Background: an optimization exercise with open tools, aiming at small area and a short achievable clock period. Do not read the settings as production practice. In this exercise RTL edits were held to simulation tests only and were not proved equivalent to the original.

Design fft8_top, start of the top module:
module fft8_top (
    input  logic         clk,
    input  logic         reset_n,
    input  logic         valid_in,
    input  logic [143:0] x_re,
    input  logic [143:0] x_im,
    output logic         valid_out,
    output logic [143:0] y_re,
    output logic [143:0] y_im
);
    wire n288 = x_re[0] ^ x_re[72];
    wire n289 = x_re[0] & x_re[72];
    wire n290 = x_re[1] ^ x_re[73] ^ n289;
    wire n291 = (x_re[1] & x_re[73]) | (n289 & (x_re[1] ^ x_re[73]));
    wire n292 = x_re[2] ^ x_re[74] ^ n291;
    wire n293 = (x_re[2] & x_re[74]) | (n291 & (x_re[2] ^ x_re[74]));
    wire n294 = x_re[3] ^ x_re[75] ^ n293;
    wire n295 = (x_re[3] & x_re[75]) | (n293 & (x_re[3] ^ x_re[75]));
    wire n296 = x_re[4] ^ x_re[76] ^ n295;
    wire n297 = (x_re[4] & x_re[76]) | (n295 & (x_re[4] ^ x_re[76]));
    wire n298 = x_re[5] ^ x_re[77] ^ n297;
    wire n299 = (x_re[5] & x_re[77]) | (n297 & (x_re[5] ^ x_re[77]));
    wire n300 = x_re[6] ^ x_re[78] ^ n299;
    wire n301 = (x_re[6] & x_re[78]) | (n299 & (x_re[6] ^ x_re[78]));
    wire n302 = r7_1 ^ r79_1 ^ r301_1;
    wire n303 = (r7_1 & r79_1) | (r301_1 & (r7_1 ^ r79_1));
    wire n304 = r8_1 ^ r80_1 ^ n303;
    wire n305 = (r8_1 & r80_1) | (n303 & (r8_1 ^ r80_1));
    wire n306 = r9_1 ^ r81_1 ^ n305;
    wire n307 = (r9_1 & r81_1) | (n305 & (r9_1 ^ r81_1));
    wire n308 = r10_1 ^ r82_1 ^ n307;
    wire n309 = (r10_1 & r82_1) | (n307 & (r10_1 ^ r82_1));
    wire n310 = r11_1 ^ r83_1 ^ n309;
    wire n311 = (r11_1 & r83_1) | (n309 & (r11_1 ^ r83_1));
    wire n312 = r12_1 ^ r84_1 ^ n311;
  ...
Size: about 3800 cells after synthesis, roughly 580 I/O pins, roughly 59000 µm² of cells after synthesis.
export LEC_CHECK = 0
export CAP_MARGIN = 20
export CORE_MARGIN = 2
export CORE_UTILIZATION = 40
export SLEW_MARGIN = 20
create_clock -name core_clock -period 12.0 [get_ports {clk}]
standard.sh (not shown) runs the stock make flow with config.mk's settings and CLKGATE_MAP_FILE= SYNTH_SCRIPT=/design/flow/synth_recipe.tcl, a recipe that flattens the netlist after the stock synthesis.
==> flow/flow/run.sh <==
#!/bin/bash
# Layout flow: the standard flow (standard.sh), with two changes:
#  1. after the standard synthesis, flow/polopt.py re-chooses the polarity of
#     each full-adder cell (a full adder is self-dual) to remove inverters;
#     the logic function and every register are unchanged;
#  2. the port buffers use sky130_fd_sc_hd__buf_1.
set -euo pipefail
R=$PWD/orfs/results/sky130hd/fft8_top/base
export BUFFER_PORTS_ARGS="-buffer_cell sky130_fd_sc_hd__buf_1"
bash standard.sh $R/1_2_yosys.v > synth_make.log 2>&1
cp $R/1_2_yosys.v standard_synth_netlist.v
python3 flow/polopt.py standard_synth_netlist.v $R/1_2_yosys.v > polopt.log 2>&1
bash standard.sh > layout_make.log 2>&1
==> flow/flow/polopt.py <==
#!/usr/bin/env python3
"""Remove inverters around full-adder cells of a Yosys gate netlist.

A full adder is self-dual: FA(~a, ~b, ~c) = ~FA(a, b, c) for both SUM and
COUT.  Each fa cell may therefore be "flipped" (its inputs and outputs taken in
the other polarity) without changing what the circuit computes.  This script
chooses flips that minimise the number of inverters, then rewrites the
netlist: every inverter is removed and at most one inverter per signal is put
back where some load needs the other polarity.

usage: polopt.py IN.v OUT.v
"""
import re
import sys
import random

IN, OUT = sys.argv[1], sys.argv[2]
src = open(IN).read()

cell_re = re.compile(r'^\s*(sky130_fd_sc_hd__\w+)\s+(\S+)\s*\((.*?)\);', re.S | re.M)
pin_re = re.compile(r'\.(\w+)\(([^()]*)\)')

m0 = cell_re.search(src)
head = src[:m0.start()]
cells = []
last_end = None
for m in cell_re.finditer(src):
    typ, name, body = m.group(1), m.group(2), m.group(3)
    pins = [(p, n.strip()) for p, n in pin_re.findall(body)]
    cells.append([typ, name, pins])
    last_end = m.end()
tail = src[last_end:]
if re.search(r'\bassign\b', tail) or re.search(r'\bassign\b', head):
    sys.exit('assign statements not supported')

OUTPINS = {'X', 'Y', 'Q', 'Q_N', 'SUM', 'COUT', 'HI', 'LO'}


def is_inv(t):
    return re.match(r'sky130_fd_sc_hd__(inv|clkinv)_\d+$', t) is not None


def is_fa(t):
    return re.match(r'sky130_fd_sc_hd__fa_\d+$', t) is not None


# driver of each net
driver = {}
for ci, (t, n, pins) in enumerate(cells):
    for p, net in pins:
        if p in OUTPINS:
            driver[net] = (ci, p)

# root and parity of each net through inverter chains
inv_in = {}
for ci, (t, n, pins) in enumerate(cells):
    if is_inv(t):
        d = dict(pins)
        inv_in[d['Y']] = d['A']


def root(net):
    par = 0
    while net in inv_in:
        net = inv_in[net]
        par ^= 1
    return net, par


# output port nets
port_out = set()
for m in re.finditer(r'^\s*output\s+(\[(\d+):(\d+)\]\s*)?(\S+);', head, re.M):
    name = m.group(4)
    if m.group(1):
        hi, lo = int(m.group(2)), int(m.group(3))
        for i in range(lo, hi + 1):
            port_out.add(f'{name}[{i}]')
    else:
        port_out.add(name)

fa_idx = [ci for ci, c in enumerate(cells) if is_fa(c[0])]
# a flippable fa must not drive an output port directly
flippable = set()
for ci in fa_idx:
    outs = [net for p, net in cells[ci][2] if p in OUTPINS]
    if not any(o in port_out for o in outs):
        flippable.add(ci)

# consumers: list of (root, parity, consumer cell or None for port, pin)
cons = {}  # root -> list of [cell index or -1, parity]
uses = []  # (ci, pin, root, parity)
for ci, (t, n, pins) in enumerate(cells):
    if is_inv(t):
        continue
    for p, net in pins:
        if p in OUTPINS:
            continue
        r, par = root(net)
        uses.append((ci, p, r, par))
        cons.setdefault(r, []).append((ci, par))
port_uses = []
for pn in sorted(port_out):
    if pn in inv_in:
        r, par = root(pn)
        port_uses.append((pn, r, par))
        cons.setdefault(r, []).append((-1, par))

# driver cell of each root (fa only matter)
root_drv = {}
for r in cons:
    if r in driver:
        root_drv[r] = driver[r][0]

flip = {ci: 0 for ci in flippable}


def fl(ci):
    return flip.get(ci, 0)


def need_inv(r):
    d = fl(root_drv[r]) if r in root_drv else 0
    for ci, par in cons[r]:
        if par ^ d ^ (fl(ci) if ci >= 0 else 0):
            return 1
    return 0


def total():
    return sum(need_inv(r) for r in cons)


# roots touched by each fa
touch = {}
for ci in flippable:
    rs = set()
    for p, net in cells[ci][2]:
        if p in OUTPINS:
            if net in cons:
                rs.add(net)
        else:
            rs.add(root(net)[0])
    touch[ci] = list(rs)

before = total()
n_inv_before = sum(1 for c in cells if is_inv(c[0]))
order = sorted(flippable)
random.seed(1)
best = dict(flip)
best_cost = before
cur = before
for rnd in range(60):
    improved = False
    random.shuffle(order)
    for ci in order:
        rs = touch[ci]
        old = sum(need_inv(r) for r in rs)
        flip[ci] ^= 1
        new = sum(need_inv(r) for r in rs)
        if new < old or (new == old and rnd > 5 and random.random() < 0.3):
            cur += new - old
            if new < old:
                improved = True
        else:
            flip[ci] ^= 1
        if cur < best_cost:
            best_cost = cur
            best = dict(flip)
    if not improved and rnd > 20:
        break
flip = best
after = total()
print(f'inverter cells before {n_inv_before}, needed before {before}, after {after}, '
      f'flipped {sum(flip.values())} of {len(flippable)} fa cells', file=sys.stderr)

# rewrite
inv_net = {}
new_cells = []
cnt = [0]


def inv_of(r):
    if r not in inv_net:
        cnt[0] += 1
        nn = f'_polinv_{cnt[0]}_'
        inv_net[r] = nn
        new_cells.append(['sky130_fd_sc_hd__inv_1', f'_polinv_cell_{cnt[0]}_', [('A', r), ('Y', nn)]])
    return inv_net[r]


use_map = {}
for ci, p, r, par in uses:
    d = fl(root_drv[r]) if r in root_drv else 0
    need = par ^ d ^ fl(ci)
    use_map[(ci, p)] = inv_of(r) if need else r

out_cells = []
for ci, (t, n, pins) in enumerate(cells):
    if is_inv(t):
        continue
    np_ = []
    for p, net in pins:
        if p in OUTPINS:
            np_.append((p, net))
        else:
            np_.append((p, use_map[(ci, p)]))
    out_cells.append([t, n, np_])
for pn, r, par in port_uses:
    d = fl(root_drv[r]) if r in root_drv else 0
    if par ^ d:
        cnt[0] += 1
        out_cells.append(['sky130_fd_sc_hd__inv_1', f'_polinv_cell_{cnt[0]}_', [('A', r), ('Y', pn)]])
    else:
        cnt[0] += 1
        out_cells.append(['sky130_fd_sc_hd__buf_1', f'_polbuf_cell_{cnt[0]}_', [('A', r), ('X', pn)]])
out_cells += new_cells

# declare new wires
decl = ''.join(f'  wire {w};\n' for w in inv_net.values())
hm = head.rstrip('\n') + '\n' + decl
body = []
for t, n, pins in out_cells:
    ps = ',\n'.join(f'    .{p}({net}{" " if net.startswith(chr(92)) else ""})' for p, net in pins)
    body.append(f'  {t} {n} (\n{ps}\n  );\n')
open(OUT, 'w').write(hm + ''.join(body) + tail)
print(f'inverter cells written {sum(1 for c in out_cells if is_inv(c[0]))}', file=sys.stderr)
Next try:
--- a/flow/flow/run.sh
+++ b/flow/flow/run.sh
@@ -3,8 +3,12 @@
 #  1. after the standard synthesis, flow/polopt.py re-chooses the polarity of
 #     each full-adder cell (a full adder is self-dual) to remove inverters;
-#     the logic function and every register are unchanged;
-#  2. the port buffers use sky130_fd_sc_hd__buf_1.
+#     it also puts the latest-arriving input of each full adder on its fastest
+#     pin (CIN); the logic function and every register are unchanged;
+#  2. the port buffers use sky130_fd_sc_hd__buf_1;
+#  3. the timing repair after CTS and global routing works on every path
+#     whose slack is under SETUP_SLACK_MARGIN (the constraints are unchanged).
 set -euo pipefail
 R=$PWD/orfs/results/sky130hd/fft8_top/base
+export SETUP_SLACK_MARGIN=7.4
 export BUFFER_PORTS_ARGS="-buffer_cell sky130_fd_sc_hd__buf_1"
 bash standard.sh $R/1_2_yosys.v > synth_make.log 2>&1
--- a/flow/flow/polopt.py
+++ b/flow/flow/polopt.py
@@ -216,4 +216,73 @@
 out_cells += new_cells
 
+# pin assignment: a full adder is symmetric in its inputs; put the latest
+# arriving input on CIN (fastest arc), the next on B, the earliest on A.
+FA_PIN_D = {'A': 0.45, 'B': 0.42, 'CIN': 0.38}
+drv2 = {}
+for k, (t, n, pins) in enumerate(out_cells):
+    for p, net in pins:
+        if p in OUTPINS:
+            drv2[net] = k
+arr = {}
+
+
+def is_ff(t):
+    return re.match(r'sky130_fd_sc_hd__(df|sdf|edf)', t) is not None
+
+
+def cell_delay(t, p):
+    if is_fa(t):
+        return FA_PIN_D.get(p, 0.45)
+    if 'ha_' in t:
+        return 0.3
+    if is_inv(t):
+        return 0.07
+    return 0.2
+
+
+def arrival(net):
+    if net in arr:
+        return arr[net]
+    stack = [net]
+    while stack:
+        x = stack[-1]
+        if x in arr:
+            stack.pop()
+            continue
+        k = drv2.get(x)
+        if k is None or is_ff(out_cells[k][0]):
+            arr[x] = 0.0
+            stack.pop()
+            continue
+        t, n, pins = out_cells[k]
+        ins = [(p, net2) for p, net2 in pins if p not in OUTPINS]
+        miss = [net2 for p, net2 in ins if net2 not in arr]
+        if miss:
+            stack.extend(miss)
+            continue
+        a = 0.0
+        for p, net2 in ins:
+            a = max(a, arr[net2] + cell_delay(t, p))
+        for p, net2 in pins:
+            if p in OUTPINS:
+                arr[net2] = a
+        stack.pop()
+    return arr[net]
+
+
+swapped = 0
+for k in range(len(out_cells)):
+    t, n, pins = out_cells[k]
+    if not is_fa(t):
+        continue
+    d = dict(pins)
+    ins = sorted([d['A'], d['B'], d['CIN']], key=arrival)
+    if [d['A'], d['B'], d['CIN']] != ins:
+        swapped += 1
+    d['A'], d['B'], d['CIN'] = ins
+    out_cells[k] = [t, n, [(p, d[p]) for p, _ in pins]]
+    # arrival of outputs is recomputed lazily only for later cells; keep simple
+print(f'fa input pins reordered on {swapped} cells', file=sys.stderr)
+
 # declare new wires
 decl = ''.join(f'  wire {w};\n' for w in inv_net.values())
- CORE_UTILIZATION: 40 -> 55
- CTS_CLUSTER_DIAMETER: default -> 100
- CTS_CLUSTER_SIZE: default -> 28
- PLACE_DENSITY: default -> 0.7
The changed run finished clean.
Core utilization grows by 15 points.
Wire length shrinks by about 11%.
Flip-flop and latch count stays the same.
Non-clock buffer count grows by 58.
Clock-buffer cell count shrinks by 136.
Next try:
--- a/flow/flow/run.sh
+++ b/flow/flow/run.sh
@@ -10,5 +10,5 @@
 set -euo pipefail
 R=$PWD/orfs/results/sky130hd/fft8_top/base
-export SETUP_SLACK_MARGIN=7.4
+export SETUP_SLACK_MARGIN=7.8
 export BUFFER_PORTS_ARGS="-buffer_cell sky130_fd_sc_hd__buf_1"
 bash standard.sh $R/1_2_yosys.v > synth_make.log 2>&1
- CORE_UTILIZATION: 55 -> 40
- PLACE_DENSITY: 0.7 -> default
What happened: The new run ran to the end with no violations; global-route usage went down by 4.9 points; non-clock buffer count went up by 51; worst setup slack gets worse by 0.068 ns; sequential share of layout area went down by 1.4 points.
Next try:
--- a/flow/flow/run.sh
+++ b/flow/flow/run.sh
@@ -5,10 +5,7 @@
 #     it also puts the latest-arriving input of each full adder on its fastest
 #     pin (CIN); the logic function and every register are unchanged;
-#  2. the port buffers use sky130_fd_sc_hd__buf_1;
-#  3. the timing repair after CTS and global routing works on every path
-#     whose slack is under SETUP_SLACK_MARGIN (the constraints are unchanged).
+#  2. the port buffers use sky130_fd_sc_hd__buf_1.
 set -euo pipefail
 R=$PWD/orfs/results/sky130hd/fft8_top/base
-export SETUP_SLACK_MARGIN=7.8
 export BUFFER_PORTS_ARGS="-buffer_cell sky130_fd_sc_hd__buf_1"
 bash standard.sh $R/1_2_yosys.v > synth_make.log 2>&1
- CORE_UTILIZATION: 40 -> 55
Core utilization increases by 12 points.
Via count decreases by 2.5%.
Worst setup slack is worse by 0.36 ns.
Final cell count decreases by 10%.
Synthesized cell count is unchanged.
First-iteration DRC count increases by 27%.
Routed wire length decreases by 9.7%.

==> separate check: timing with driven ports <==
No port has a modelled driver above. Below, the same layouts with a new extraction and two added sets of constraints. Step 1 assumes that a clkbuf_16 drives the clock port and a buf_2 every other input. Step 2 moves the port delays by t, midway between the first and last clock arrival at a register: inputs arrive t later, outputs are due t later. That takes back most of the time a late clock gives input paths. Slacks: ideal ports / drivers / drivers and shift; pairs: ideal ports / drivers.
run | t, ns | setup WS [ns] | worst register clock-pin slew, ns | cell pins on the clock port's net
the first run | 0.842 | 6.683 / 6.683 / 6.284 | 0.07 / 0.07 | 1
the second run | 0.762 | 7.155 / 7.082 / 6.577 | 0.11 / 0.11 | 1
the third run | 0.777 | 7.087 / 7.006 / 6.579 | 0.11 / 0.11 | 1
the fourth run | 0.772 | 6.724 / 6.724 / 6.399 | 0.11 / 0.11 | 1
After both steps setup and hold are still met in every run listed. The setup slack of the second run, which loses most, moves by -0.073 ns with the drivers and by -0.578 ns with both steps.
